Background: an optimization exercise with open tools, aiming at small area, a short achievable clock period and few clock cycles. Do not read the settings as production practice.
At most, simulation tests tie the RTL to the original design; equivalence was not proved.
Only the layout flow was run in runs 1 to 3; the RTL was not checked for function there.
Power figures rest on the tool's default switching activity, not on a simulated workload.

**config.mk**
```make
export PLATFORM = sky130hd
export DESIGN_NAME = cpu_top
export DESIGN_NICKNAME = cpu_top
export VERILOG_FILES = /design/flow/design.v
export SDC_FILE = /design/flow/constraint.sdc
export NUM_CORES = 4
export LEC_CHECK = 0
export CAP_MARGIN = 20
export CORE_MARGIN = 2
export CORE_UTILIZATION = 40
export SLEW_MARGIN = 20
```
**constraint.sdc**
```tcl
create_clock -name core_clock -period 6.0 [get_ports {clk}]
set_input_delay 1.2000 -clock core_clock [delete_from_list [all_inputs] [get_ports {clk}]]
set_output_delay 1.2000 -clock core_clock [all_outputs]
set_load 0.01 [all_outputs]
```
**design.v**
```verilog
package cpu_pkg;
    localparam int IMEM_DEPTH = 64;
    localparam int DMEM_DEPTH = 64;
    localparam int NUM_REGS   = 16;
    localparam int IW         = 22;   
    localparam logic [4:0] OP_ADD  = 5'd1;
    localparam logic [4:0] OP_SUB  = 5'd2;
    localparam logic [4:0] OP_AND  = 5'd3;
    localparam logic [4:0] OP_ORR  = 5'd4;
    localparam logic [4:0] OP_EOR  = 5'd5;
    localparam logic [4:0] OP_ADDI = 5'd6;
    localparam logic [4:0] OP_LDR  = 5'd7;
    localparam logic [4:0] OP_STR  = 5'd8;
    localparam logic [1:0] T_ALU  = 2'd0;
    localparam logic [1:0] T_ADDI = 2'd1;
    localparam logic [1:0] T_LDR  = 2'd2;
    localparam logic [1:0] T_STR  = 2'd3;
endpackage
module pipe_reg #(
    parameter int W = 1
) (
    input  logic         clk,
    input  logic         clr,
    input  logic [W-1:0] d,
    output logic [W-1:0] q
);
    always_ff @(posedge clk) begin
        if (clr) q <= '0;
        else     q <= d;
    end
endmodule
module fetch_stage (
    input  logic                   clk,
    input  logic                   rst,
    input  logic                   mem_clr,    
    input  logic                   run,
    input  logic                   load_req,
    input  logic [5:0]             load_addr,
    input  logic [31:0]            load_instr,
    output logic                   load_ack,
    output logic                   f_valid,    
    output logic [cpu_pkg::IW-1:0] f_instr
);
    localparam int IW = cpu_pkg::IW;
    logic [IW-2:0] ring [0:63];    
    logic [63:0]   ring_v;
    logic [5:0]    cnt;
    logic          go;
    logic [2:0]    sel;
    logic          req_q;
    logic [5:0]    addr_q;
    logic [IW-1:0] enc_q;
    logic          pend;
    logic          wr;
    logic [4:0] op;
    logic       is_alu;
    logic [IW-1:0] enc;
    assign op     = load_instr[27:23];
    assign is_alu = op == cpu_pkg::OP_ADD || op == cpu_pkg::OP_SUB || op == cpu_pkg::OP_AND ||
                    op == cpu_pkg::OP_ORR || op == cpu_pkg::OP_EOR;
    always_comb begin
        enc        = '0;
        enc[21]    = is_alu || op == cpu_pkg::OP_ADDI || op == cpu_pkg::OP_LDR ||
                     op == cpu_pkg::OP_STR;
        enc[20:19] = is_alu                 ? cpu_pkg::T_ALU  :
                     op == cpu_pkg::OP_ADDI ? cpu_pkg::T_ADDI :
                     op == cpu_pkg::OP_LDR  ? cpu_pkg::T_LDR  : cpu_pkg::T_STR;
        enc[18:15] = load_instr[22:19];
        enc[14:11] = (is_alu || op == cpu_pkg::OP_STR) ? load_instr[18:15] : load_instr[14:11];
        if (is_alu) begin
            enc[10:7] = load_instr[14:11];
            enc[6:5]  = 2'b00;
            enc[4]    = op == cpu_pkg::OP_EOR;
            enc[3]    = op == cpu_pkg::OP_ORR;
            enc[2]    = op == cpu_pkg::OP_AND;
            enc[1]    = op == cpu_pkg::OP_SUB;
            enc[0]    = op == cpu_pkg::OP_ADD;
        end else begin
            enc[10:0] = load_instr[10:0];
        end
    end
    always_ff @(posedge clk) begin
        addr_q <= load_addr;
        enc_q  <= enc;
    end
    assign wr = pend && cnt == addr_q;
    always_ff @(posedge clk) begin
        if (rst) begin
            req_q    <= 1'b0;
            pend     <= 1'b0;
            load_ack <= 1'b0;
        end else begin
            req_q <= load_req;
            if (wr) begin
                pend     <= 1'b0;
                load_ack <= 1'b1;
            end else if (req_q && !load_ack && !pend) begin
                pend <= 1'b1;
            end else if (!req_q) begin
                load_ack <= 1'b0;
            end
        end
    end
    always_ff @(posedge clk) begin
        ring[0] <= wr ? enc_q[IW-2:0] : ring[63];
        for (int i = 1; i < 64; i++) begin
            ring[i] <= ring[i-1];
        end
    end
    always_ff @(posedge clk) begin
        if (mem_clr) begin
            ring_v <= '0;
        end else begin
            ring_v <= {ring_v[62:0], wr ? enc_q[IW-1] : ring_v[63]};
        end
    end
    always_ff @(posedge clk) begin
        if (rst) cnt <= '0;
        else     cnt <= cnt + 1'b1;
    end
    always_ff @(posedge clk) begin
        if (rst) begin
            go  <= 1'b0;
            sel <= '0;
        end else begin
            go <= run && (go || cnt[2:0] == 3'd7);
            if (!go) sel <= cnt[5:3] + 1'b1;
        end
    end
    logic [IW-2:0] tap;
    logic          tap_v;
    always_comb begin
        case (sel)
            3'd0:    begin tap = ring[63]; tap_v = ring_v[63]; end
            3'd1:    begin tap = ring[7];  tap_v = ring_v[7];  end
            3'd2:    begin tap = ring[15]; tap_v = ring_v[15]; end
            3'd3:    begin tap = ring[23]; tap_v = ring_v[23]; end
            3'd4:    begin tap = ring[31]; tap_v = ring_v[31]; end
            3'd5:    begin tap = ring[39]; tap_v = ring_v[39]; end
            3'd6:    begin tap = ring[47]; tap_v = ring_v[47]; end
            default: begin tap = ring[55]; tap_v = ring_v[55]; end
        endcase
    end
    assign f_valid = go;
    assign f_instr = {tap_v, tap};
endmodule
module decode_stage (
    input  logic                   clk,
    input  logic                   rst,
    input  logic                   mem_clr,
    input  logic                   f_valid,
    input  logic [cpu_pkg::IW-1:0] f_instr,
    input  logic                   ex_we,
    input  logic [3:0]             ex_rd,
    input  logic                   wb_we,
    input  logic [3:0]             wb_rd,
    input  logic [31:0]            wb_data,
    output logic                   id_we,
    output logic [3:0]             id_rd,
    output logic                   id_ld,
    output logic                   id_st,
    output logic                   id_sum,     
    output logic                   id_sub,
    output logic                   id_and,
    output logic                   id_or,
    output logic                   id_xor,
    output logic                   id_fwd_a,
    output logic                   id_fwd_b,
    output logic [31:0]            id_a,
    output logic [31:0]            id_b,
    output logic [5:0]             id_imm6
);
    logic [31:0] regs [0:cpu_pkg::NUM_REGS-1];
    logic [15:0] reg_v;
    always_ff @(posedge clk) begin
        if (wb_we) regs[wb_rd] <= wb_data;
    end
    always_ff @(posedge clk) begin
        if (mem_clr)    reg_v <= '0;
        else if (wb_we) reg_v[wb_rd] <= 1'b1;
    end
    logic        v;
    logic [1:0]  t;
    logic [3:0]  rn;
    logic [3:0]  rb;
    logic [10:0] imm;
    logic        is_alu, is_st, is_ld, uses_b;
    logic [3:0]  rd;
    logic [31:0] a_val, b_val;
    assign v      = f_valid && f_instr[21];
    assign t      = f_instr[20:19];
    assign rn     = f_instr[18:15];
    assign rb     = f_instr[14:11];
    assign imm    = f_instr[10:0];
    assign is_alu = t == cpu_pkg::T_ALU;
    assign is_ld  = t == cpu_pkg::T_LDR;
    assign is_st  = t == cpu_pkg::T_STR;
    assign uses_b = is_alu || is_st;
    assign rd     = is_alu ? imm[10:7] : rb;
    assign a_val = (wb_we && wb_rd == rn) ? wb_data : (reg_v[rn] ? regs[rn] : 32'd0);
    assign b_val = (wb_we && wb_rd == rb) ? wb_data : (reg_v[rb] ? regs[rb] : 32'd0);
    always_ff @(posedge clk) begin
        if (rst) begin
            id_we <= 1'b0;
            id_ld <= 1'b0;
            id_st <= 1'b0;
        end else begin
            id_we <= v && !is_st;
            id_ld <= v && is_ld;
            id_st <= v && is_st;
        end
    end
    always_ff @(posedge clk) begin
        id_rd    <= rd;
        id_sum   <= is_alu ? (imm[0] || imm[1]) : (t == cpu_pkg::T_ADDI);
        id_sub   <= is_alu && imm[1];
        id_and   <= is_alu && imm[2];
        id_or    <= is_alu && imm[3];
        id_xor   <= is_alu && imm[4];
        id_fwd_a <= ex_we && ex_rd == rn;
        id_fwd_b <= ex_we && ex_rd == rb && uses_b;
        id_a     <= a_val;
        id_b     <= uses_b ? b_val : {21'd0, imm};
        id_imm6  <= imm[5:0];
    end
endmodule
module execute_stage (
    input  logic        fwd_a,
    input  logic        fwd_b,
    input  logic [31:0] a,
    input  logic [31:0] b,
    input  logic [5:0]  imm6,
    input  logic [31:0] wb_data,
    input  logic        sum,
    input  logic        sub,
    input  logic        op_and,
    input  logic        op_or,
    input  logic        op_xor,
    input  logic        ld,
    input  logic [31:0] ld_data,
    output logic [31:0] store_data,
    output logic [5:0]  addr,
    output logic [31:0] result
);
    logic [31:0] op_a, op_b, s;
    assign op_a = fwd_a ? wb_data : a;
    assign op_b = fwd_b ? wb_data : b;
    assign s    = op_a + (op_b ^ {32{sub}}) + {31'd0, sub};
    assign addr = op_a[5:0] + imm6;
    assign store_data = op_b;
    assign result = ({32{sum}}    & s)
                  | ({32{op_and}} & (op_a & op_b))
                  | ({32{op_or}}  & (op_a | op_b))
                  | ({32{op_xor}} & (op_a ^ op_b))
                  | ({32{ld}}     & ld_data);
endmodule
module memory_stage (
    input  logic        clk,
    input  logic        mem_clr,
    input  logic [5:0]  addr,
    input  logic        we,
    input  logic [31:0] wdata,
    output logic [31:0] rdata
);
    logic [31:0] dmem [0:cpu_pkg::DMEM_DEPTH-1];
    logic [63:0] dmem_v;
    always_ff @(posedge clk) begin
        if (we) dmem[addr] <= wdata;
    end
    always_ff @(posedge clk) begin
        if (mem_clr) dmem_v <= '0;
        else if (we) dmem_v[addr] <= 1'b1;
    end
    assign rdata = dmem_v[addr] ? dmem[addr] : 32'd0;
endmodule
module cpu_top (
    input  logic        clk,
    input  logic        rst,
    input  logic        run,
    input  logic        load_req,
    input  logic [5:0]  load_addr,
    input  logic [31:0] load_instr,
    output logic        load_ack,
    output logic        retire_valid,
    output logic [3:0]  retire_rd,
    output logic [31:0] retire_data
);
    logic                   mem_clr;
    logic                   f_valid;
    logic [cpu_pkg::IW-1:0] f_instr;
    logic        id_we, id_ld, id_st, id_sum, id_sub, id_and, id_or, id_xor;
    logic        id_fwd_a, id_fwd_b;
    logic [3:0]  id_rd;
    logic [31:0] id_a, id_b;
    logic [5:0]  id_imm6;
    logic [31:0] store_data, ld_data, ex_result;
    logic [5:0]  daddr;
    logic        wb_we;
    logic [3:0]  wb_rd;
    logic [31:0] wb_data;
    always_ff @(posedge clk) mem_clr <= rst;
    fetch_stage u_fetch (
        .clk        (clk),
        .rst        (rst),
        .mem_clr    (mem_clr),
        .run        (run),
        .load_req   (load_req),
        .load_addr  (load_addr),
        .load_instr (load_instr),
        .load_ack   (load_ack),
        .f_valid    (f_valid),
        .f_instr    (f_instr)
    );
    decode_stage u_decode (
        .clk      (clk),
        .rst      (rst),
        .mem_clr  (mem_clr),
        .f_valid  (f_valid),
        .f_instr  (f_instr),
        .ex_we    (id_we),
        .ex_rd    (id_rd),
        .wb_we    (wb_we),
        .wb_rd    (wb_rd),
        .wb_data  (wb_data),
        .id_we    (id_we),
        .id_rd    (id_rd),
        .id_ld    (id_ld),
        .id_st    (id_st),
        .id_sum   (id_sum),
        .id_sub   (id_sub),
        .id_and   (id_and),
        .id_or    (id_or),
        .id_xor   (id_xor),
        .id_fwd_a (id_fwd_a),
        .id_fwd_b (id_fwd_b),
        .id_a     (id_a),
        .id_b     (id_b),
        .id_imm6  (id_imm6)
    );
    execute_stage u_execute (
        .fwd_a      (id_fwd_a),
        .fwd_b      (id_fwd_b),
        .a          (id_a),
        .b          (id_b),
        .imm6       (id_imm6),
        .wb_data    (wb_data),
        .sum        (id_sum),
        .sub        (id_sub),
        .op_and     (id_and),
        .op_or      (id_or),
        .op_xor     (id_xor),
        .ld         (id_ld),
        .ld_data    (ld_data),
        .store_data (store_data),
        .addr       (daddr),
        .result     (ex_result)
    );
    memory_stage u_memory (
        .clk     (clk),
        .mem_clr (mem_clr),
        .addr    (daddr),
        .we      (id_st),
        .wdata   (store_data),
        .rdata   (ld_data)
    );
    always_ff @(posedge clk) begin
        if (rst) wb_we <= 1'b0;
        else     wb_we <= id_we;
    end
    always_ff @(posedge clk) begin
        wb_rd   <= id_rd;
        wb_data <= ex_result;
    end
    assign retire_valid = wb_we;
    assign retire_rd    = wb_rd;
    assign retire_data  = wb_data;
endmodule
```
**run.sh**
```bash
#!/bin/bash
# synth_recipe.tcl (not shown) runs the flow's synth.tcl, then flattens the netlist and writes it again
# the make line also repeats each setting of config.mk as NAME=value (left out here)
make -C /OpenROAD-flow-scripts/flow DESIGN_CONFIG=/design/flow/config.mk WORK_HOME=/design/flow/orfs CLKGATE_MAP_FILE= SYNTH_SCRIPT=/design/flow/synth_recipe.tcl finish
```
==> out/qor.txt, run 1 <==
clock latency on the worst-skew pair - 1.00 ns
initial cell density of the core - 40.19%
PD cells - 332.9 mW/mm^2
Layout area overhead - 15.54%
Max Buffers Root-to-Sink - 4
Critical Path Source Type - register
Slew HR - 19.69%
HP Class - reg2reg
FMAX - 0.1686 GHz
die height - 607.3 um
VDD IR max - 0.0002415 V
Initial DRC Count - 12580
vias per cell - 5.791
Hold Fails Final Rpt - 0
commonest non-fill, non-tap cell in the layout - edfxtp_1
number of placed I/O pins - 80
postcts setup bufs - 0
initial antenna violation count - 25
FF+latch count, synth - 4211
Routed WL per cell - 27.75 um
post-synthesis sequential area ratio - 75.50%
# clock sinks - 4211
Data required, critical path - 6.83 ns
Post-synth ARST share - 0%
Layout Skew - 0.1073 ns
Root Buffer - clkbuf_16
Worst Tran Pin Value - 1.192 ns
Data arrival, critical path - 6.77 ns
Vias - 90430
CTS tree - built
DRT antenna net count - 0
Min Hold Slack - 0.2421 ns
layout cells sized above 1 - 13.39%
Post-synth EDFFs - 2560
CP Capture Type - register
Final Wtd Congestion - 0.9114
Final #Nets - 10630
post-synthesis cell type count - 89
final period utilization - 98.87%
max cap viols - 0
fin crit period - 5.932 ns
RSZ-0062 raised after global routing - false
Final setup violation count - 0
num rows - 221
status - timing/DRC/antenna clean
core box area - 0.3622 mm^2
top_reg_cell synth - edfxtp_1
Total GRT Usage - 22.74%
width of the die - 607.3 um
CTS H-Tree Depth - 5
port bufs - 75
Leakage - 0.05673 uW
# DRC - 0
dpl hpwl - 252200 um
first-pass GRT wire length - 619400 um
Total Wirelength - 433400 um
vias in the first global route - 88390
Ys Warns - 5
Final WS setup - 0.06759 ns
kind of critical path - reg2reg
Synthesized Nets - 10300
Num CTS Buffers - 407
Max Transition Viols Final - 0
GRT overflow - 0
Clock transition at path regs - 0.07 ns
worst slack, placed - -0.1018 ns
Mapped Cells - 10150
setup TNS - 0 ns
maximum fanout along the worst path - 34
syn_area_per_cell - 14.35 um^2
most frequent cells in the layout - edfxtp_1, dfxtp_1, nand2_1, o22ai_1, clkbuf_16
DIE AREA - 0.3688 mm^2
First-pass DRT Iterations - 7
largest net degree at the start of global routing - 117
mapped cell area - 0.1456 mm^2
-- final timing paths --
check	slack [ns]	from	end	depth (start not counted)
worst max-delay path	0.07	u_decode.id_fwd_a	wb_data[5]	16
worst max register to register	0.07	u_decode.id_fwd_a	wb_data[5]	16
worst min-delay path	0.24	u_fetch.ring[0][3]	u_fetch.ring[1][3]	0
worst min register to register	0.24	u_fetch.ring[0][3]	u_fetch.ring[1][3]	0
-- critical path, cell delays in order (launching register included) --
cell	delay, ns
dfxtp_2	0.46
mux2i_1	0.37
inv_1	0.15
ha_4	0.19
inv_1	0.08
fa_4	0.81
buf_4	0.29
and2_2	0.38
nand2_4	0.56
buf_12	0.34
o22ai_1	0.13
a31oi_1	0.16
nand4_1	0.38
a32oi_1	0.68
nand4_1	0.32
buf_4	0.30
o221ai_1	0.19
-- Yosys cell counts (15+ instances only) --
| cell type | n | area [um^2] |
|---|---|---|
| mux4_2 | 101 | 2275 |
| xnor2_1 | 66 | 578.1 |
| buf_1 | 75 | 281.5 |
| buf_4 | 30 | 225.2 |
| a32oi_1 | 24 | 210.2 |
| a221oi_1 | 25 | 219.0 |
| nor2_1 | 417 | 1565 |
| nand2b_1 | 18 | 112.6 |
| xor2_1 | 27 | 236.5 |
| a22oi_1 | 24 | 180.2 |
| and2_1 | 114 | 713.2 |
| nand2_1 | 1365 | 5124 |
| or3_1 | 16 | 100.1 |
| o31ai_1 | 67 | 503.0 |
| o211ai_1 | 56 | 420.4 |
| and3_1 | 90 | 563.0 |
| nor4_1 | 45 | 281.5 |
| nor3_1 | 164 | 820.8 |
| nand3_1 | 222 | 1111 |
| clkbuf_1 | 316 | 1186 |
| o22ai_1 | 491 | 3072 |
| a21oi_1 | 342 | 1712 |
| a221o_1 | 25 | 250.2 |
| o221ai_1 | 75 | 656.9 |
| a211oi_1 | 127 | 953.4 |
| a31oi_1 | 132 | 825.8 |
| a311oi_1 | 97 | 849.6 |
| edfxtp_1 | 2560 | 76870 |
| dfxtp_1 | 1651 | 33050 |
| ha_1 | 112 | 1401 |
| mux2i_1 | 213 | 2132 |
| nand4_1 | 28 | 175.2 |
| o311ai_0 | 17 | 148.9 |
| o22a_1 | 15 | 131.4 |
| mux2_2 | 83 | 934.7 |
| buf_2 | 207 | 1036 |
| inv_1 | 100 | 375.4 |
| o21ai_0 | 235 | 1176 |
| nor2b_1 | 83 | 519.3 |
| a22o_1 | 28 | 245.2 |
| a21o_1 | 45 | 337.8 |
| a311o_1 | 63 | 630.6 |
-- timing repair --
| item | CTS | global route |
|---|---|---|
| endpoints found under the setup margin | 1 | 1 |
| hold buffers | 0 | 0 |
| resized for setup | 1 | 1 |
-- flip-flops by register name (all words and copies together) (netlist names), 6 cells and up --
name and count:
u_memory.dmem 2048, u_fetch.ring 1344, u_decode.regs 512, u_fetch.ring_v 64
u_memory.dmem_v 64, u_decode.id_a 32, u_decode.id_b 32, wb_data 32
u_fetch.enc_q 22, u_decode.reg_v 16, u_decode.id_imm6 6, u_fetch.addr_q 6
u_fetch.cnt 6
-- where the power goes --
part	leakage (uW)	switching [uW]	internal, uW
Clock	0.00648	10900	14300
Sequential	0.0350	29.3	30400
Combinational	0.0152	269	128
Total	0.0567	11200	44800
-- cells by family (layout without fill, tap and decap cells) --
| family | count (synthesis) | after routing | share of synthesized area, % |
|---|---|---|---|
| and+or+nand+nor | 2605 | 2605 | 7.858 |
| other | 0 | 8 | 0 |
| DFF | 4211 | 4211 | 75.50 |
| AOI/OAI and AO/OA | 1989 | 1989 | 9.235 |
| buffers and inverters | 735 | 1404 | 2.171 |
| muxes | 399 | 399 | 3.688 |
| xor gates and xnor gates | 93 | 93 | 0.5594 |
| adders and majority gates | 114 | 114 | 0.9900 |
-- metal layers --
metal	vias up	GRT usage (%)	wire, um
met5	-	0	78
met4	10	10.31	21900
met2	5266	35.77	195800
met3	1067	5.218	48430
met1	45410	29.99	167200
li1	38680	-	-
-- through the flow --
stage | util [%] | instances | power, uW | cell area, um^2
2_1_floorplan | - | 10150 | 31230 | 145600
3_3_place_gp | 42.77 | 14860 | 31400 | 154900
3_5_place_dp | 42.78 | 14860 | 31410 | 154900
4_1_cts | 46.43 | 15610 | 56320 | 168200
5_1_grt | 46.43 | 15610 | 57480 | 168200
6_report | 46.44 | 15620 | 55990 | 168200
-- cell type report --
| class | instances | area, um^2 |
|---|---|---|
| diodes | 8 | 20.02 |
| clock buffers | 567 | 11430 |
| clock inverters | 185 | 1792 |
| fillers | 31030 | 194000 |
| inverters | 103 | 404.1 |
| multi-input cells | 5200 | 33460 |
| flip-flops and latches | 4211 | 109900 |
| well taps | 4794 | 5998 |
| repair buffers | 549 | 5174 |
==> inputs of run 2 (changes only) <==
--- a/design.v
+++ b/design.v
@@ -166,6 +166,7 @@
     output logic                   id_xor,
     output logic                   id_fwd_a,
     output logic                   id_fwd_b,
+    output logic                   id_fwd_m,
     output logic [31:0]            id_a,
     output logic [31:0]            id_b,
     output logic [5:0]             id_imm6
@@ -219,6 +220,7 @@
         id_xor   <= is_alu && imm[4];
         id_fwd_a <= ex_we && ex_rd == rn;
         id_fwd_b <= ex_we && ex_rd == rb && uses_b;
+        id_fwd_m <= ex_we && ex_rd == rn && (is_ld || is_st);
         id_a     <= a_val;
         id_b     <= uses_b ? b_val : {21'd0, imm};
         id_imm6  <= imm[5:0];
@@ -227,9 +229,9 @@
 module execute_stage (
     input  logic        fwd_a,
     input  logic        fwd_b,
+    input  logic        fwd_m,      
     input  logic [31:0] a,
     input  logic [31:0] b,
-    input  logic [5:0]  imm6,
     input  logic [31:0] wb_data,
     input  logic        sum,
     input  logic        sub,
@@ -239,14 +241,14 @@
     input  logic        ld,
     input  logic [31:0] ld_data,
     output logic [31:0] store_data,
-    output logic [5:0]  addr,
+    output logic [5:0]  base,
     output logic [31:0] result
 );
     logic [31:0] op_a, op_b, s;
     assign op_a = fwd_a ? wb_data : a;
     assign op_b = fwd_b ? wb_data : b;
     assign s    = op_a + (op_b ^ {32{sub}}) + {31'd0, sub};
-    assign addr = op_a[5:0] + imm6;
+    assign base = fwd_m ? wb_data[5:0] : a[5:0];
     assign store_data = op_b;
     assign result = ({32{sum}}    & s)
                   | ({32{op_and}} & (op_a & op_b))
@@ -257,21 +259,55 @@
 module memory_stage (
     input  logic        clk,
     input  logic        mem_clr,
-    input  logic [5:0]  addr,
+    input  logic [5:0]  base,
+    input  logic [5:0]  off,
     input  logic        we,
     input  logic [31:0] wdata,
     output logic [31:0] rdata
 );
     logic [31:0] dmem [0:cpu_pkg::DMEM_DEPTH-1];
     logic [63:0] dmem_v;
+    logic [63:0] hit;
+    logic [3:0] term [0:5];
+    always_comb begin
+        for (int i = 0; i < 6; i++) begin
+            for (int j = 0; j < 4; j++) begin
+                if (i == 0) begin
+                    term[i][j] = (base[0] ^ off[0]) == j[1];
+                end else begin
+                    term[i][j] = (base[i] ^ off[i] ^ j[1]) ==
+                                 ((base[i-1] & off[i-1]) | ((base[i-1] | off[i-1]) & !j[0]));
+                end
+            end
+        end
+    end
+    always_comb begin
+        for (int k = 0; k < 64; k++) begin
+            logic [6:0] kk;
+            kk     = {k[5:0], 1'b0};
+            hit[k] = 1'b1;
+            for (int i = 0; i < 6; i++) begin
+                hit[k] = hit[k] & term[i][kk[i+1 -: 2]];
+            end
+        end
+    end
     always_ff @(posedge clk) begin
-        if (we) dmem[addr] <= wdata;
+        for (int k = 0; k < 64; k++) begin
+            if (we && hit[k]) dmem[k] <= wdata;
+        end
     end
     always_ff @(posedge clk) begin
-        if (mem_clr) dmem_v <= '0;
-        else if (we) dmem_v[addr] <= 1'b1;
+        for (int k = 0; k < 64; k++) begin
+            if (mem_clr)            dmem_v[k] <= 1'b0;
+            else if (we && hit[k])  dmem_v[k] <= 1'b1;
+        end
+    end
+    always_comb begin
+        rdata = '0;
+        for (int k = 0; k < 64; k++) begin
+            rdata = rdata | ({32{hit[k] && dmem_v[k]}} & dmem[k]);
+        end
     end
-    assign rdata = dmem_v[addr] ? dmem[addr] : 32'd0;
 endmodule
 module cpu_top (
     input  logic        clk,
@@ -289,12 +325,12 @@
     logic                   f_valid;
     logic [cpu_pkg::IW-1:0] f_instr;
     logic        id_we, id_ld, id_st, id_sum, id_sub, id_and, id_or, id_xor;
-    logic        id_fwd_a, id_fwd_b;
+    logic        id_fwd_a, id_fwd_b, id_fwd_m;
     logic [3:0]  id_rd;
     logic [31:0] id_a, id_b;
     logic [5:0]  id_imm6;
     logic [31:0] store_data, ld_data, ex_result;
-    logic [5:0]  daddr;
+    logic [5:0]  dbase;
     logic        wb_we;
     logic [3:0]  wb_rd;
     logic [31:0] wb_data;
@@ -333,6 +369,7 @@
         .id_xor   (id_xor),
         .id_fwd_a (id_fwd_a),
         .id_fwd_b (id_fwd_b),
+        .id_fwd_m (id_fwd_m),
         .id_a     (id_a),
         .id_b     (id_b),
         .id_imm6  (id_imm6)
@@ -340,9 +377,9 @@
     execute_stage u_execute (
         .fwd_a      (id_fwd_a),
         .fwd_b      (id_fwd_b),
+        .fwd_m      (id_fwd_m),
         .a          (id_a),
         .b          (id_b),
-        .imm6       (id_imm6),
         .wb_data    (wb_data),
         .sum        (id_sum),
         .sub        (id_sub),
@@ -352,13 +389,14 @@
         .ld         (id_ld),
         .ld_data    (ld_data),
         .store_data (store_data),
-        .addr       (daddr),
+        .base       (dbase),
         .result     (ex_result)
     );
     memory_stage u_memory (
         .clk     (clk),
         .mem_clr (mem_clr),
-        .addr    (daddr),
+        .base    (dbase),
+        .off     (id_imm6),
         .we      (id_st),
         .wdata   (store_data),
         .rdata   (ld_data)
--- a/config.mk
+++ b/config.mk
@@ -5,7 +5,9 @@
 export SDC_FILE = /design/flow/constraint.sdc
 export NUM_CORES = 4
 export LEC_CHECK = 0
+export ABC_CLOCK_PERIOD_IN_PS = 2800
 export CAP_MARGIN = 20
 export CORE_MARGIN = 2
 export CORE_UTILIZATION = 40
+export SETUP_SLACK_MARGIN = 3.2
 export SLEW_MARGIN = 20
==> run 2 against run 1 <==
The run now fails in 5_1_grt. Synthesized cell count is 14% lower. Synthesized area down 3.0%.
==> out/qor.txt, run 2 <==
dominant cell type by area after synthesis - edfxtp_1
Last stage - 5_1_grt
Post-synth EDFFs - 2560
mapped cell area - 0.1412 mm^2
Synthesized Nets - 8866
# clock sinks - 4212
dpl hpwl - 260300 um
initial cell density of the core - 40.10%
worst slack, placed - 0.7157 ns
CTS H-Tree Depth - 5
FF+latch count, synth - 4212
largest net degree at the start of global routing - 85
GRT overflow - 3
first error - [ERROR GRT-0232] Routing congestion too high. Check the congestion heatmap in the GUI.
most frequent cells after synthesis - edfxtp_1, dfxtp_1, nand2_1
syn_area_per_cell - 16.22 um^2
Root Buffer - clkbuf_16
Num CTS Buffers - 405
width of the die - 598.2 um
Mapped Cells - 8706
Ys Warns - 7
top_reg_cell synth - edfxtp_1
count leader, synth - edfxtp_1
Max Buffers Root-to-Sink - 4
post-synth top area share - 54.44%
number of placed I/O pins - 80
num rows - 218
synth top area cells - edfxtp_1, dfxtp_1, a22oi_1, mux4_2, a221oi_1
post-synthesis cell type count - 80
port bufs - 75
Total GRT Usage - 34.58%
die height - 598.2 um
status - stopped before the end
Post-synth ARST share - 0%
Final Wtd Congestion - 0.9206
post-synthesis sequential area ratio - 77.85%
hold buffer count at CTS - 0
## run 2: cell types whose count changed after synthesis, moves of 160 or more
cell / delta
a21oi_1: -178
a221oi_1: +227
a22o_1: +219
a22oi_1: +449
nand2_1: -872
nand4_1: +160
o22ai_1: -477
## run 2: cells by family after synthesis
kind of cell / count (synthesis) / synth area share [%]
multiplexers: 319 / 3.566
buffers and inverters: 595 / 1.691
adder cells (fa/ha/maj): 118 / 1.051
flip-flops: 4212 / 77.85
XOR/XNOR: 110 / 0.7230
AND/OR/NAND/NOR: 1556 / 5.428
AO/OA/AOI/OAI: 1796 / 9.687
## run 2: per-stage QoR
stage	area, um^2	total power (uW)	util (%)	std cells	hold WS (ns)
2_1_floorplan	144100	31430	-	8706	0.3096
3_3_place_gp	151000	31670	42.87	13360	0.3097
3_5_place_dp	151000	31680	42.89	13360	0.3121
4_1_cts	181300	57290	51.50	15000	0.2251
## run 2: power groups by stage
stage	logic [uW]	registers, uW	clock network, uW
after floorplan	408	31000	0
after global placement	617	31100	0
after detailed placement	622	31100	0
after CTS	1020	30400	25900
## run 2: how the worst min path moves through the flow
stage                               from                   end
CTS                 u_fetch.ring[13][19]  u_fetch.ring[14][19]
detailed placement   u_fetch.ring[10][0]   u_fetch.ring[11][0]
global placement     u_fetch.ring[26][6]   u_fetch.ring[27][6]
floorplan             u_fetch.ring[9][0]   u_fetch.ring[10][0]
## run 2: layer usage
metal	overflow	track usage, %
met1	0	40.00
met2	3	45.39
met3	0	21.78
met4	0	24.21
met5	0	10.03
## run 2: what timing repair did
| item | 4_1_cts |
|---|---|
| cloned | 225 |
| pin swaps | 292 |
| setup endpoints to repair | 2591 |
| setup buffers | 663 |
| gates resized for setup | 1427 |
==> inputs of run 3 (changes only) <==
--- a/config.mk
+++ b/config.mk
@@ -8,6 +8,6 @@
 export ABC_CLOCK_PERIOD_IN_PS = 2800
 export CAP_MARGIN = 20
 export CORE_MARGIN = 2
-export CORE_UTILIZATION = 40
+export CORE_UTILIZATION = 60
 export SETUP_SLACK_MARGIN = 3.2
 export SLEW_MARGIN = 20
==> run 3 against run 2 <==
The run again fails in 5_1_grt. Synthesized area is the same. Synthesized cell count unchanged.
==> out/qor.txt, run 3 <==
post-synth top area share - 54.44%
hold buffer count at CTS - 0
dominant cell type by area after synthesis - edfxtp_1
syn_area_per_cell - 16.22 um^2
mapped cell area - 0.1412 mm^2
dpl hpwl - 260000 um
top_reg_cell synth - edfxtp_1
GRT overflow - 1
Post-synth ARST share - 0%
Post-synth EDFFs - 2560
Mapped Cells - 8706
Last stage - 5_1_grt
CTS H-Tree Depth - 5
post-synthesis cell type count - 80
worst slack, placed - 0.5648 ns
count leader, synth - edfxtp_1
Synthesized Nets - 8866
FF+latch count, synth - 4212
port bufs - 75
Final Wtd Congestion - 0.9238
width of the die - 489.1 um
Root Buffer - clkbuf_16
num rows - 178
Num CTS Buffers - 409
Max Buffers Root-to-Sink - 4
synth top area cells - edfxtp_1, dfxtp_1, a22oi_1, mux4_2, a221oi_1
Ys Warns - 7
die height - 489.1 um
initial cell density of the core - 60.16%
first error - [ERROR GRT-0232] Routing congestion too high. Check the congestion heatmap in the GUI.
most frequent cells after synthesis - edfxtp_1, dfxtp_1, nand2_1
# clock sinks - 4212
Total GRT Usage - 53.29%
post-synthesis sequential area ratio - 77.85%
largest net degree at the start of global routing - 82
status - stopped before the end
number of placed I/O pins - 80
## run 3: cells by family after synthesis
family / synth area share [%]
flops: 77.85
compound gates: 9.687
simple gates: 5.428
buf+inv: 1.691
mux: 3.566
fa+ha+maj: 1.051
xor+xnor: 0.7230
## run 3: how the worst max path moves through the flow
| stage | from | to | cells past startpoint |
|---|---|---|---|
| detailed placement | u_decode.id_fwd_m | wb_data[22] | 11 |
| global placement | u_decode.id_fwd_m | wb_data[22] | 11 |
| CTS | u_decode.id_fwd_m | wb_data[22] | 13 |
| floorplan | u_decode.id_fwd_m | wb_data[24] | 14 |
## run 3: timing repair
action | CTS
buffers inserted | 659
pin swaps | 285
resized for setup | 1440
gates cloned | 244
setup endpoints to repair | 2384
## run 3: layer usage
metal  GRT usage (%)  GRT overflow
met1           62.10             0
met4           38.46             0
met5           23.53             0
met2           67.39             1
met3           35.19             0
## run 3: through the flow
stage                     power (uW)  cell area [um^2]  instances  utilization, %
after CTS                      57150            180500      13440           76.88
after detailed placement       31670            149300      11800           63.61
after global placement         31660            149300      11800           63.61
after floorplan                31430            144100       8706               -
## run 3: power groups by stage
stage	logic (uW)	registers (uW)	clock network, uW
4_1_cts	1000	30400	25700
3_5_place_dp	616	31100	0
3_3_place_gp	608	31100	0
2_1_floorplan	408	31000	0
==> inputs of run 4 (changes only) <==
--- a/design.v
+++ b/design.v
@@ -254,58 +254,65 @@
                   | ({32{op_and}} & (op_a & op_b))
                   | ({32{op_or}}  & (op_a | op_b))
                   | ({32{op_xor}} & (op_a ^ op_b))
-                  | ({32{ld}}     & ld_data);
+                  | ld_data;               
 endmodule
 module memory_stage (
     input  logic        clk,
     input  logic        mem_clr,
     input  logic [5:0]  base,
     input  logic [5:0]  off,
+    input  logic        re,
     input  logic        we,
     input  logic [31:0] wdata,
     output logic [31:0] rdata
 );
     logic [31:0] dmem [0:cpu_pkg::DMEM_DEPTH-1];
     logic [63:0] dmem_v;
-    logic [63:0] hit;
-    logic [3:0] term [0:5];
-    always_comb begin
-        for (int i = 0; i < 6; i++) begin
-            for (int j = 0; j < 4; j++) begin
-                if (i == 0) begin
-                    term[i][j] = (base[0] ^ off[0]) == j[1];
-                end else begin
-                    term[i][j] = (base[i] ^ off[i] ^ j[1]) ==
-                                 ((base[i-1] & off[i-1]) | ((base[i-1] | off[i-1]) & !j[0]));
-                end
-            end
-        end
-    end
-    always_comb begin
-        for (int k = 0; k < 64; k++) begin
-            logic [6:0] kk;
-            kk     = {k[5:0], 1'b0};
-            hit[k] = 1'b1;
-            for (int i = 0; i < 6; i++) begin
-                hit[k] = hit[k] & term[i][kk[i+1 -: 2]];
-            end
+    function automatic logic [7:0] sum_hot(input logic [2:0] a, input logic [2:0] b,
+                                           input logic cin);
+        logic [7:0] h;
+        logic [3:0] k;
+        for (int n = 0; n < 8; n++) begin
+            k    = {n[2:0], 1'b0};
+            h[n] = ((a[0] ^ b[0] ^ cin) == k[1]) &&
+                   ((a[1] ^ b[1] ^ ((a[0] & b[0]) | ((a[0] | b[0]) & !k[1]))) == k[2]) &&
+                   ((a[2] ^ b[2] ^ ((a[1] & b[1]) | ((a[1] | b[1]) & !k[2]))) == k[3]);
         end
-    end
+        sum_hot = h;
+    endfunction
+    logic       c3;       
+    logic [7:0] hit_lo;
+    logic [7:0] hit_hi;
+    assign c3 = (base[2] & off[2]) | ((base[2] | off[2]) &
+                ((base[1] & off[1]) | ((base[1] | off[1]) & base[0] & off[0])));
+    assign hit_lo = sum_hot(base[2:0], off[2:0], 1'b0);
+    assign hit_hi = sum_hot(base[5:3], off[5:3], c3);
     always_ff @(posedge clk) begin
-        for (int k = 0; k < 64; k++) begin
-            if (we && hit[k]) dmem[k] <= wdata;
+        for (int g = 0; g < 8; g++) begin
+            for (int w = 0; w < 8; w++) begin
+                if (we && hit_hi[g] && hit_lo[w]) dmem[8*g + w] <= wdata;
+            end
         end
     end
     always_ff @(posedge clk) begin
-        for (int k = 0; k < 64; k++) begin
-            if (mem_clr)            dmem_v[k] <= 1'b0;
-            else if (we && hit[k])  dmem_v[k] <= 1'b1;
+        for (int g = 0; g < 8; g++) begin
+            for (int w = 0; w < 8; w++) begin
+                if (mem_clr)                               dmem_v[8*g + w] <= 1'b0;
+                else if (we && hit_hi[g] && hit_lo[w])     dmem_v[8*g + w] <= 1'b1;
+            end
         end
     end
+    logic [31:0] grp [0:7];
     always_comb begin
+        for (int g = 0; g < 8; g++) begin
+            grp[g] = '0;
+            for (int w = 0; w < 8; w++) begin
+                grp[g] = grp[g] | ({32{hit_lo[w] && dmem_v[8*g + w]}} & dmem[8*g + w]);
+            end
+        end
         rdata = '0;
-        for (int k = 0; k < 64; k++) begin
-            rdata = rdata | ({32{hit[k] && dmem_v[k]}} & dmem[k]);
+        for (int g = 0; g < 8; g++) begin
+            rdata = rdata | ({32{hit_hi[g] && re}} & grp[g]);
         end
     end
 endmodule
@@ -397,6 +404,7 @@
         .mem_clr (mem_clr),
         .base    (dbase),
         .off     (id_imm6),
+        .re      (id_ld),
         .we      (id_st),
         .wdata   (store_data),
         .rdata   (ld_data)
==> config.mk (replaced) <==
export PLATFORM = sky130hd
export DESIGN_NAME = cpu_top
export DESIGN_NICKNAME = cpu_top
export VERILOG_FILES = /design/flow/design.v
export SDC_FILE = /design/flow/constraint.sdc
export NUM_CORES = 4
export LEC_CHECK = 0
export ABC_CLOCK_PERIOD_IN_PS = 3000
export CAP_MARGIN = 20
export CORE_MARGIN = 2
export CORE_UTILIZATION = 50
export SETUP_SLACK_MARGIN = 2.8
export SLEW_MARGIN = 20
export TNS_END_PERCENT = 20
==> run 4 against run 3 <==
Synthesized area up 0.39%. The run now finishes clean. Synthesized cell count increased by 7.2%.
==> out/qor.txt, run 4 <==
Worst Tran Pin Value - 1.174 ns
Total Power - 58160 uW
Slew HR - 21.73%
synth top area cells - edfxtp_1, dfxtp_1, a22oi_1, nand2_1, a221oi_1
Critical Path Source Type - register
biggest regs - u_memory.dmem: 2048 flops, u_fetch.ring: 1344 flops, u_decode.regs: 512 flops
kind of critical path - reg2reg
HP Class - reg2reg
most numerous cell on the critical path - buf_6
GRT overflow - 0
Total GRT Usage - 28.73%
Most flops, register - u_memory.dmem
FMAX - 0.2540 GHz
max cap viols - 0
layout cells sized above 1 - 20.75%
fin crit period - 3.937 ns
Mapped Cells - 9332
commonest non-fill, non-tap cell in the layout - edfxtp_1
die height - 536.5 um
crit path capture - wb_data[14]
Synthesized Nets - 9492
status - timing/DRC/antenna clean
Num CTS Buffers - 407
worst slack, placed - 0.6569 ns
most frequent cells in the layout - edfxtp_1, dfxtp_1, nand2_1, a22oi_1, buf_4
post-synthesis sequential area ratio - 77.55%
PD cells - 338.7 mW/mm^2
Final WS setup - 2.063 ns
final period utilization - 65.61%
post-synthesis cell type count - 88
post-synth top area share - 54.22%
DRT antenna net count - 0
layout filler cell count - 20570
Hold Fails Final Rpt - 0
largest incremental delay on the critical path - 0.63 ns
Initial DRC Count - 11400
R2R setup slack - 2.06 ns
Max Buffers Root-to-Sink - 4
footprint of the multi-input gates - 0.03385 mm^2
Routed WL per cell - 30.16 um
CP Capture Type - register
sequential cell area - 0.1100 mm^2
setup TNS - 0 ns
Data required, critical path - 6.78 ns
hold buffer count at CTS - 0
top_reg_cell synth - edfxtp_1
multiplexer area fraction after synthesis - 1.802%
CTS H-Tree Depth - 5
complex-gate fraction of the synthesized area - 10.64%
CP max-delay cell - or4_4
Vias - 86680
width of the die - 536.5 um
RSZ-0062 raised after global routing - true
DIE AREA - 0.2878 mm^2
most frequent cells after synthesis - edfxtp_1, dfxtp_1, nand2_1
maximum fanout along the worst path - 22
# clock sinks - 4212
Post-synth EDFFs - 2560
Crit path buffers/inverters - 5
Max Transition Viols Final - 0
largest net degree at the start of global routing - 87
reg2reg start - u_decode.id_fwd_m
clock latency on the worst-skew pair - 0.97 ns
dpl hpwl - 229700 um
Synth Area in Simple Gates - 6.310%
num rows - 195
Leakage - 0.05930 uW
initial antenna violation count - 24
critical path depth in cells - 16
Total Wirelength - 425500 um
Data arrival, critical path - 4.72 ns
VDD IR max - 0.0003092 V
Top Family by Delay on Critical Path - simple AND/OR/NAND/NOR gates
number of placed I/O pins - 80
First-pass DRT Iterations - 9
Layout area overhead - 21.13%
Ys Warns - 7
count leader, synth - edfxtp_1
Final Wtd Congestion - 0.9085
reg-to-reg critical path endpoint - wb_data[14]
Final setup violation count - 0
adder-cell share of the synthesized area - 1.047%
CTS tree - built
mapped cell area - 0.1418 mm^2
crit-path cells - buf_6, mux2_4, inv_4, ha_4, xnor2_4, nor3_2, buf_6, and2_4, buf_12, a22o_1, a221oi_4, a31oi_4, or4_4, nor4_4, buf_6, nand4_1
core box area - 0.2820 mm^2
Post-synth ARST share - 0%
min-delay src - u_fetch.ring[1][18]
worst-case reg-to-reg path depth - 16
Root Buffer - clkbuf_16
dominant cell type by area after synthesis - edfxtp_1
max reg flops - 2048
Final #Nets - 10170
vias in the first global route - 83230
port bufs - 75
vias per cell - 6.144
largest family of logic cells by synthesized area - compound AO/OA/AOI/OAI gates
initial cell density of the core - 50.27%
Layout Skew - 0.06974 ns
Clock transition at path regs - 0.06 ns
FF+latch count, synth - 4212
syn_area_per_cell - 15.19 um^2
first-pass GRT wire length - 598100 um
Final Util - 60.89%
xor/xnor cell area share of the yosys netlist - 0.6363%
crit path from - u_decode.id_fwd_m
# DRC - 0
## run 4: cell count changes after synthesis, moves of 38 or more
cell      change
nand2_1     +366
nand3_1     +255
a22oi_1     +198
a31oi_1     +166
a211oi_1    -162
nand4_1     -152
mux4_2      -130
and2_1       -87
a21oi_1      +71
buf_2        +61
and4_1       -49
and3_1       +43
mux2i_1      +42
o211ai_1     +38
## run 4: through the flow
stage,cell area (um^2),hold slack (ns),instances
floorplan,142100,0.3096,9332
global placement,149000,0.3097,12990
detailed placement,149000,0.3121,13000
CTS,169600,0.2620,14050
global route,171700,0.2806,14100
finish,171700,0.2935,14110
## run 4: cell type report
class / instances / area share (%)
Sequential cell: 4212 / 64.06
Multi-Input combinational cell: 4462 / 19.71
Clock buffer: 547 / 6.673
Timing Repair Buffer: 829 / 5.263
Tap cell: 3743 / 2.727
Clock inverter: 213 / 1.347
Inverter: 94 / 0.2091
Antenna cell: 9 / 0.01311
## run 4: per-layer routing
| layer | part of all wire [%] | GRT usage, % | vias up |
|---|---|---|---|
| met3 | 10 | 5.668 | 960 |
| met5 | 0.0096 | 0 | - |
| li1 | - | - | 37060 |
| met1 | 39 | 39.36 | 43650 |
| met2 | 45 | 44.24 | 4995 |
| met4 | 5.1 | 13.70 | 8 |
## run 4: power breakdown
part | internal, uW | leakage (uW) | total, uW | switching (uW)
sequential | 30600 | 0.0372 | 30700 | 52.9
clock | 15000 | 0.00675 | 26000 | 10900
combinational | 455 | 0.0154 | 1510 | 1050
## run 4: worst min-delay path by stage
stage	endpoint	slack, ns	cells after the start
3_5_place_dp	u_fetch.ring[1][10]	0.31	0
6_report	u_fetch.ring[2][18]	0.29	0
4_1_cts	u_fetch.ring[2][18]	0.26	0
5_1_grt	u_fetch.ring[2][18]	0.28	0
2_1_floorplan	u_fetch.ring[10][0]	0.31	0
3_3_place_gp	u_fetch.ring[4][3]	0.31	0
## run 4: repair_timing
| action | CTS | global route |
|---|---|---|
| endpoints found under the setup margin | 2257 | 2187 |
| gates resized for setup | 726 | 301 |
| setup buffers | 247 | 47 |
| pin swaps | 205 | 119 |
| cloned | 45 | 6 |
## run 4: cell families (layout without fill, tap and decap cells)
kind of cell	after synthesis	count (layout)
other cells	0	9
fa+ha+maj	118	118
flops	4212	4212
simple gates	1958	1971
compound gates	2033	2037
xor+xnor	103	103
mux	233	233
buf+inv	675	1683
## run 4: worst register-to-register path, stage by stage, from the launching register on
cell and delay [ns]:
dfxtp_4 0.40, buf_6 0.11, mux2_4 0.35, inv_4 0.09, ha_4 0.20, xnor2_4 0.15
nor3_2 0.07, buf_6 0.18, and2_4 0.23, buf_12 0.17, a22o_1 0.27, a221oi_4 0.28
a31oi_4 0.20, or4_4 0.63, nor4_4 0.18, buf_6 0.20, nand4_1 0.10
Testbench counts of run 4, summed over its fixed seeds: cycles 24,850.

==> afterwards: timing with drivers on the ports <==
The results above use ideal ports. As a check the final layouts listed here were re-extracted and re-timed, cells and wires unchanged. Step 1 sets driving cells, clkbuf_16 on the clock port and buf_2 on the other inputs (assumed; they add their load-dependent delay and slew). Step 2 times the ports against the registers' clock, not the clock port: input delays grow and output delays shrink by t, the midpoint of the rising clock arrivals with the driver on. Three values: no drivers, after step 1, after step 2; two values: the first two.
| run | t (ns) | setup slack, ns | cell pins on the clock port's net |
|---|---|---|---|
| run 1 | 1.064 | 0.068 / 0.068 / 0.068 | 1 |
| run 4 | 1.030 | 2.063 / 2.063 / 2.063 | 1 |
After both steps every run listed still meets setup and hold.
